Source: an optimization exercise on an open RTL-to-GDS flow (aim: small area, a short achievable clock period and few clock cycles per item). Production flows keep margins and buffers that such runs may drop. Function was checked by simulation only, so behaviour that the tests miss may differ from the original.

## rev 12
==> flow/design.v (excerpt) <==
module lfo_wave_generator #(
  parameter int MAX_PERIOD = lfo_pkg::MaxPeriodDef,
  parameter int LEVEL_BITS = lfo_pkg::LevelBitsDef
) (
  input  logic                        clk_i,
  input  logic                        rst_ni,
  input  logic                        cfg_we_i,
  input  logic [0:0]                  cfg_idx_i,
  input  logic [12:0]                 cfg_data_i,
  input  logic                        in_valid_i,
  output logic                        in_ready_o,
  input  logic                        restart_i,
  output logic                        out_valid_o,
  input  logic                        out_ready_i,
  output logic [LEVEL_BITS-1:0]       level_o,
  output logic [$clog2(MAX_PERIOD)-1:0] position_o
);
Size in the first run: roughly 8200 cells after synthesis, roughly 620 flip-flops, roughly 0.070 mm^2 of cells after synthesis.
make LEC_CHECK=0 CAP_MARGIN=20 CORE_MARGIN=2 CORE_UTILIZATION=40 SETUP_SLACK_MARGIN=5 SLEW_MARGIN=20 finish   # period 11.0 ns
run.sh (not shown) runs the stock make flow with config.mk's settings and CLKGATE_MAP_FILE= SYNTH_SCRIPT=/design/flow/synth_recipe.tcl, a recipe that flattens the netlist after the stock synthesis.
Testbench counts of rev 12, summed over its fixed seeds: cycles 2,840, items 1,818.
#### Input delta (rev 13 over rev 12)
--- a/flow/design.v
+++ b/flow/design.v
@@ -1689,51 +1689,37 @@
   assign out_valid_o = o0v_q;
   assign level_o     = o0l_q;
   assign position_o  = o0p_q;
   logic [2:0]  sl_ph_q;           
   logic [4:0]  sl_cnt_q;
   logic [3:0]  sl_k_q;
   logic [31:0] sl_a_q;
-  logic [34:0] sl_acc_q;
-  logic [34:0] sl_aop;
-  logic [37:0] sl_p1, sl_p2, sl_p4, sl_s1, sl_c1, sl_s2, sl_c2, sl_sum;
+  logic [33:0] sl_acc_q;
+  logic [33:0] sl_aop;
+  logic [35:0] sl_p1, sl_p2, sl_cs, sl_cc, sl_sum;
   logic [30:0] sl_term, sl_t, sl_u;
   logic [31:0] sl_v;
   logic [5:0]  sl_sh;
-  logic [4:0]  sl_n;              
-  logic [1:0]  sl_pad;            
   logic [32:0] sl_rc;
   always_comb begin
     sl_u  = {1'b0, j3, u3_q[23:0]} + {30'd0, q3_q[0]};
     sl_rc = lfo_pkg::horner_recip((sl_ph_q == 3'd4) ? sl_k_q : 4'd0);
     sl_sh = lfo_pkg::horner_shift(sl_ph_q[2] | (sl_ph_q == 3'd3) ? sl_k_q : 4'd0);
-    case (sl_sh)
-      6'd41:   begin sl_n = 5'd14; sl_pad = 2'd1; end
-      6'd40:   begin sl_n = 5'd14; sl_pad = 2'd2; end
-      6'd39:   begin sl_n = 5'd13; sl_pad = 2'd0; end
-      6'd38:   begin sl_n = 5'd13; sl_pad = 2'd1; end
-      6'd37:   begin sl_n = 5'd13; sl_pad = 2'd2; end
-      6'd36:   begin sl_n = 5'd12; sl_pad = 2'd0; end
-      default: begin sl_n = 5'd11; sl_pad = 2'd0; end
-    endcase
     case (sl_ph_q)
-      3'd1:    sl_aop = {1'b0, lfo_pkg::TwoPi, 1'b0};
-      3'd2:    sl_aop = {sl_a_q[31:0], 3'b0};
-      3'd3:    sl_aop = {sl_a_q[31:0], 3'b0};
-      default: sl_aop = {2'b0, sl_rc} << sl_pad;
+      3'd1:    sl_aop = {1'b0, lfo_pkg::TwoPi};
+      3'd2:    sl_aop = {sl_a_q[31:0], 2'b0};
+      3'd3:    sl_aop = {sl_a_q[31:0], 2'b0};
+      default: sl_aop = sl_sh[0] ? {sl_rc, 1'b0} : {1'b0, sl_rc};
     endcase
-    sl_p1  = sl_b_q[0] ? {3'b0, sl_aop} : 38'd0;
-    sl_p2  = sl_b_q[1] ? {2'b0, sl_aop, 1'b0} : 38'd0;
-    sl_p4  = sl_b_q[2] ? {1'b0, sl_aop, 2'b0} : 38'd0;
-    sl_s1  = {3'b0, sl_acc_q} ^ sl_p1 ^ sl_p2;
-    sl_c1  = ({3'b0, sl_acc_q} & sl_p1) | ({3'b0, sl_acc_q} & sl_p2) | (sl_p1 & sl_p2);
-    sl_s2  = sl_s1 ^ {sl_c1[36:0], 1'b0} ^ sl_p4;
-    sl_c2  = (sl_s1 & {sl_c1[36:0], 1'b0}) | (sl_s1 & sl_p4) | ({sl_c1[36:0], 1'b0} & sl_p4);
-    sl_sum = sl_s2 + {sl_c2[36:0], 1'b0};
-    sl_term = (sl_acc_q > 35'(One)) ? One : sl_acc_q[30:0];
+    sl_p1  = sl_b_q[0] ? {2'b0, sl_aop} : 36'd0;
+    sl_p2  = sl_b_q[1] ? {1'b0, sl_aop, 1'b0} : 36'd0;
+    sl_cs  = {2'b0, sl_acc_q} ^ sl_p1 ^ sl_p2;
+    sl_cc  = ({2'b0, sl_acc_q} & sl_p1) | ({2'b0, sl_acc_q} & sl_p2) | (sl_p1 & sl_p2);
+    sl_sum = sl_cs + {sl_cc[34:0], 1'b0};
+    sl_term = (sl_acc_q > 34'(One)) ? One : sl_acc_q[30:0];
     sl_t    = One - sl_term;
     sl_v    = ((q4_q[1] ^ q4_q[0]) ? {1'b0, sl_term} : ~{1'b0, sl_term})
               + ((q4_q[1] ^ q4_q[0]) ? 32'h0000_8000 : 32'h8000_8001);
   end
   always_ff @(posedge clk_i or negedge rst_ni) begin
     if (!rst_ni) begin
       sl_ph_q     <= 3'd0;
@@ -1758,40 +1744,40 @@
         endcase
       end
     end
   end
   always_ff @(posedge clk_i) begin
     if (sl_ph_q == 3'd0) begin
       sl_acc_q <= '0;
-      sl_cnt_q <= 5'd11;
+      sl_cnt_q <= 5'd16;
       if (adv) sl_b_q <= {2'b0, sl_u};
     end else if (sl_cnt_q != 5'd0) begin
-      sl_acc_q <= sl_sum[37:3];
-      sl_b_q   <= {3'b0, sl_b_q[32:3]};
+      sl_acc_q <= sl_sum[35:2];
+      sl_b_q   <= {2'b0, sl_b_q[32:2]};
       sl_cnt_q <= sl_cnt_q - 5'd1;
     end else begin
       sl_acc_q <= '0;
       case (sl_ph_q)
         3'd1: begin
           sl_a_q   <= sl_acc_q[31:0];
           sl_b_q   <= sl_acc_q[32:0];
-          sl_cnt_q <= 5'd11;
+          sl_cnt_q <= 5'd16;
         end
         3'd2: begin
           sl_a_q   <= sl_acc_q[31:0];
           sl_k_q   <= 4'd9;
           sl_b_q   <= {2'b0, One};
-          sl_cnt_q <= 5'd11;
+          sl_cnt_q <= 5'd16;
         end
         3'd3: begin
           sl_b_q   <= sl_acc_q[32:0];
-          sl_cnt_q <= sl_n;
+          sl_cnt_q <= 5'((sl_sh + 6'd1) >> 1);
         end
         default: begin
           sl_k_q   <= sl_k_q - 4'd1;
           sl_b_q   <= (sl_k_q == 4'd1) ? {17'd0, sl_v[31:16]} : {2'b0, sl_t};
-          sl_cnt_q <= 5'd11;
+          sl_cnt_q <= 5'd16;
         end
       endcase
     end
   end
 endmodule
## What came out
Status | rev 12 and rev 13 | clean
Multiplexer share of the synthesized area in rev 13 vs rev 12: down 0.20 points
Of rev 12 and rev 13, rev 13 shows the lower number of detailed-route iterations in the first pass, with rev 12 above it.
Critical path depth delta for rev 13 relative to rev 12: 8 lower
For non-clock buffer count, dividing the value from rev 13 by the value from rev 12 gives 0.62.
Testbench counts of rev 13, summed over its fixed seeds: cycles 2,951, items 1,818.

========
RTL: one of the versions met above, not the one the previous note started from.
Size in the first run: ~8,100 cells after synthesis, roughly 620 flip-flops, about 50 I/O pins, about 69,000 µm² of cells after synthesis.
clock: 11.0 ns
lec_check: 0
cap_margin: 20
core_margin: 2
core_utilization: 55
setup_slack_margin: 5
slew_margin: 20
Testbench counts at the start, summed over its fixed seeds: cycles 2,951, items 1,818.
Change:
--- a/flow/design.v
+++ b/flow/design.v
@@ -1463,41 +1463,41 @@
   logic [12:0] pd_q;              
   logic        md_q;              
   logic [12:0] den_q;             
   logic [14:0] den3_q;
   logic        div_busy_q;
   logic [2:0]  div_cnt_q;
   logic [11:0] hd;
   assign hd = pd_q[12:1];
-  logic [11:0] src_i, ci, ht, hmt;
-  logic [12:0] src_p, cp, den0;
-  logic        src_w;
+  logic [11:0] ci, ch, hmt;
+  logic [12:0] cp, den0;
+  logic [12:0] dhp;
+  logic        ige;
   logic [11:0] remA0, remB0;
   logic [31:0] numA0, numB0;
   always_comb begin
-    src_p = per_q;
-    src_w = wsel ? 1'b0 : wave_q;
-    src_i = pos_ge ? 12'd0 : pos_q;
-    cp    = wsel ? cfg_data_i : per_q;
-    ci    = ({1'b0, pos_q} >= cp) ? 12'd0 : pos_q;
-    ht    = src_p[12:1];
-    hmt   = (src_i <= ht) ? ht - src_i : src_i - ht;
-    if (!src_w) begin
+    cp   = wsel ? cfg_data_i : per_q;
+    ch   = cp[12:1];
+    ige  = {1'b0, pos_q} >= cp;
+    ci   = ige ? 12'd0 : pos_q;
+    dhp  = {1'b0, ch} - {1'b0, pos_q};
+    hmt  = ige ? ch : (dhp[12] ? 12'(pos_q - ch) : dhp[11:0]);
+    if (!wave_q) begin
       remA0 = ci;
-      numA0 = {20'd0, cp[12:1]};
+      numA0 = {20'd0, ch};
       remB0 = 12'd1;
       numB0 = '0;
       den0  = cp;
     end else begin
       remA0 = {1'b0, hmt[11:1]};
-      numA0 = {hmt[0], 4'd0, ht[11:1], 16'd0};
+      numA0 = {hmt[0], 4'd0, ch[11:1], 16'd0};
       remB0 = 12'd0;
       numB0 = {16'h8000, 16'd0};
-      den0  = {1'b0, ht};
+      den0  = {1'b0, ch};
     end
   end
   logic [11:0] remA1, remB1;
   logic [31:0] numA1, numB1;
   lfo_div u_div_a (.rem_i(rem_q), .num_i(acc_q), .den_i(den_q), .den3_i(den3_q),
                    .rem_o(remA1), .num_o(numA1));
   lfo_div u_div_b (.rem_i(rinc_q), .num_i(inc_q), .den_i(den_q), .den3_i(den3_q),
                    .rem_o(remB1), .num_o(numB1));
@@ -1528,19 +1528,19 @@
     cin    = tri_up ? !bw : cy;
     sum0   = a_sel + incx;
     sum1   = a_sel + incx + 32'd1;
     acc_n  = cin ? sum1 : sum0;
     if (tri_up) rem_n = bw ? d_sub2[11:0] : d_sub[11:0];
     else rem_n = cy ? d_add[11:0] : s_add[11:0];
   end
   assign launch  = dirty_q & !sv_q & (!tv_q | t_go);
-  assign wsel    = cfg_we_i & cfg_idx_i[0] & !wave_q & !in_valid_i
-                   & (cfg_data_i != 13'd0) & (cfg_data_i <= 13'd4096);
-  assign wlaunch = wsel & !sv_q & (!tv_q | t_go);
+  assign wsel    = cfg_we_i & cfg_idx_i[0] & !in_valid_i;
+  assign wlaunch = wsel & (cfg_data_i != 13'd0) & (cfg_data_i <= 13'd4096)
+                   & !sv_q & (!tv_q | t_go);
   assign start   = launch | wlaunch;
   assign t_go    = tv_q & !div_busy_q & adv;
   always_ff @(posedge clk_i or negedge rst_ni) begin
     if (!rst_ni) begin
       tv_q       <= 1'b0;
       sv_q       <= 1'b0;
       div_busy_q <= 1'b0;
       div_cnt_q  <= '0;
@@ -1548,29 +1548,29 @@
       if (!tv_q || t_go) begin
         tv_q <= sv_q | take;
         sv_q <= 1'b0;
       end else if (take) begin
         sv_q <= 1'b1;
       end
       if (start) begin
         div_busy_q <= 1'b1;
-        div_cnt_q  <= src_w ? 3'd3 : 3'd7;
+        div_cnt_q  <= wave_q ? 3'd3 : 3'd7;
       end else if (div_busy_q) begin
         div_cnt_q <= div_cnt_q - 3'd1;
         if (div_cnt_q == 3'd0) div_busy_q <= 1'b0;
       end
     end
   end
   always_ff @(posedge clk_i) begin
     if (!tv_q || t_go) ti_q <= sv_q ? si_q : tick_i;
     else if (take) si_q <= tick_i;
     if (start) begin
-      pd_q   <= src_w ? src_p : cp;
-      md_q   <= src_w;
+      pd_q   <= cp;
+      md_q   <= wave_q;
       den_q  <= den0;
       den3_q <= {2'b0, den0} + {1'b0, den0, 1'b0};
       acc_q  <= numA0;
       rem_q  <= remA0;
       inc_q  <= numB0;
       rinc_q <= remB0;
     end else if (div_busy_q) begin
       acc_q  <= numA1;
The changed run completed without violations.
Die area is about the same.
Fmax barely changes.
Final area went up by 0.98%.
Clock-buffer cell count went down by 9.
Setup slack gets better by 0.016 ns.
Final cell count hardly moves.
Utilization went up by 0.60 points.
Wire length hardly moves.
Global-route usage went down by 0.43 points.
Register-to-register slack gets better by 0.02 ns.
Synthesized cell count went down by 0.52%.
Testbench counts after the change, summed over its fixed seeds: cycles 2,901, items 1,818.

[re-timing with driven ports]
Ports are ideal in the flow. The routed layouts listed here were re-timed in OpenROAD.
Step 1 (the two cells are an assumption about what drives the block):
set clk [get_ports {clk_i}]
set_driving_cell -lib_cell sky130_fd_sc_hd__clkbuf_16 $clk
set_driving_cell -lib_cell sky130_fd_sc_hd__buf_2 [delete_from_list [all_inputs] $clk]
Step 2 times the ports against the registers' clock, not the clock port: input delays grow and output delays shrink by t, the midpoint of the rising clock arrivals with the driver on.
a / b / c = ideal ports / drivers / drivers and shift; a / b = the first two.
| run | shift t [ns] | slack for setup (ns) | clock arrival spread, ns | worst data-port slew with drivers (ns) | cell pins on the clock port's net |
|---|---|---|---|---|---|
| rev 12 | 0.788 | 4.869 / 4.869 / 4.385 | 0.045 / 0.045 | 0.06 | 1 |
| rev 13 | 0.796 | 5.188 / 5.188 / 4.477 | 0.040 / 0.040 | 0.05 | 1 |
| the first run of note 2 | 0.768 | 5.103 / 5.103 / 4.517 | 0.053 / 0.053 | 0.06 | 1 |
| the second run of note 2 | 0.766 | 5.120 / 5.120 / 4.420 | 0.047 / 0.047 | 0.09 | 1 |
After both steps every run listed still meets setup and hold. For rev 13, which loses most, drivers alone change the setup slack by 0.000 ns; drivers and shift together by -0.711 ns.
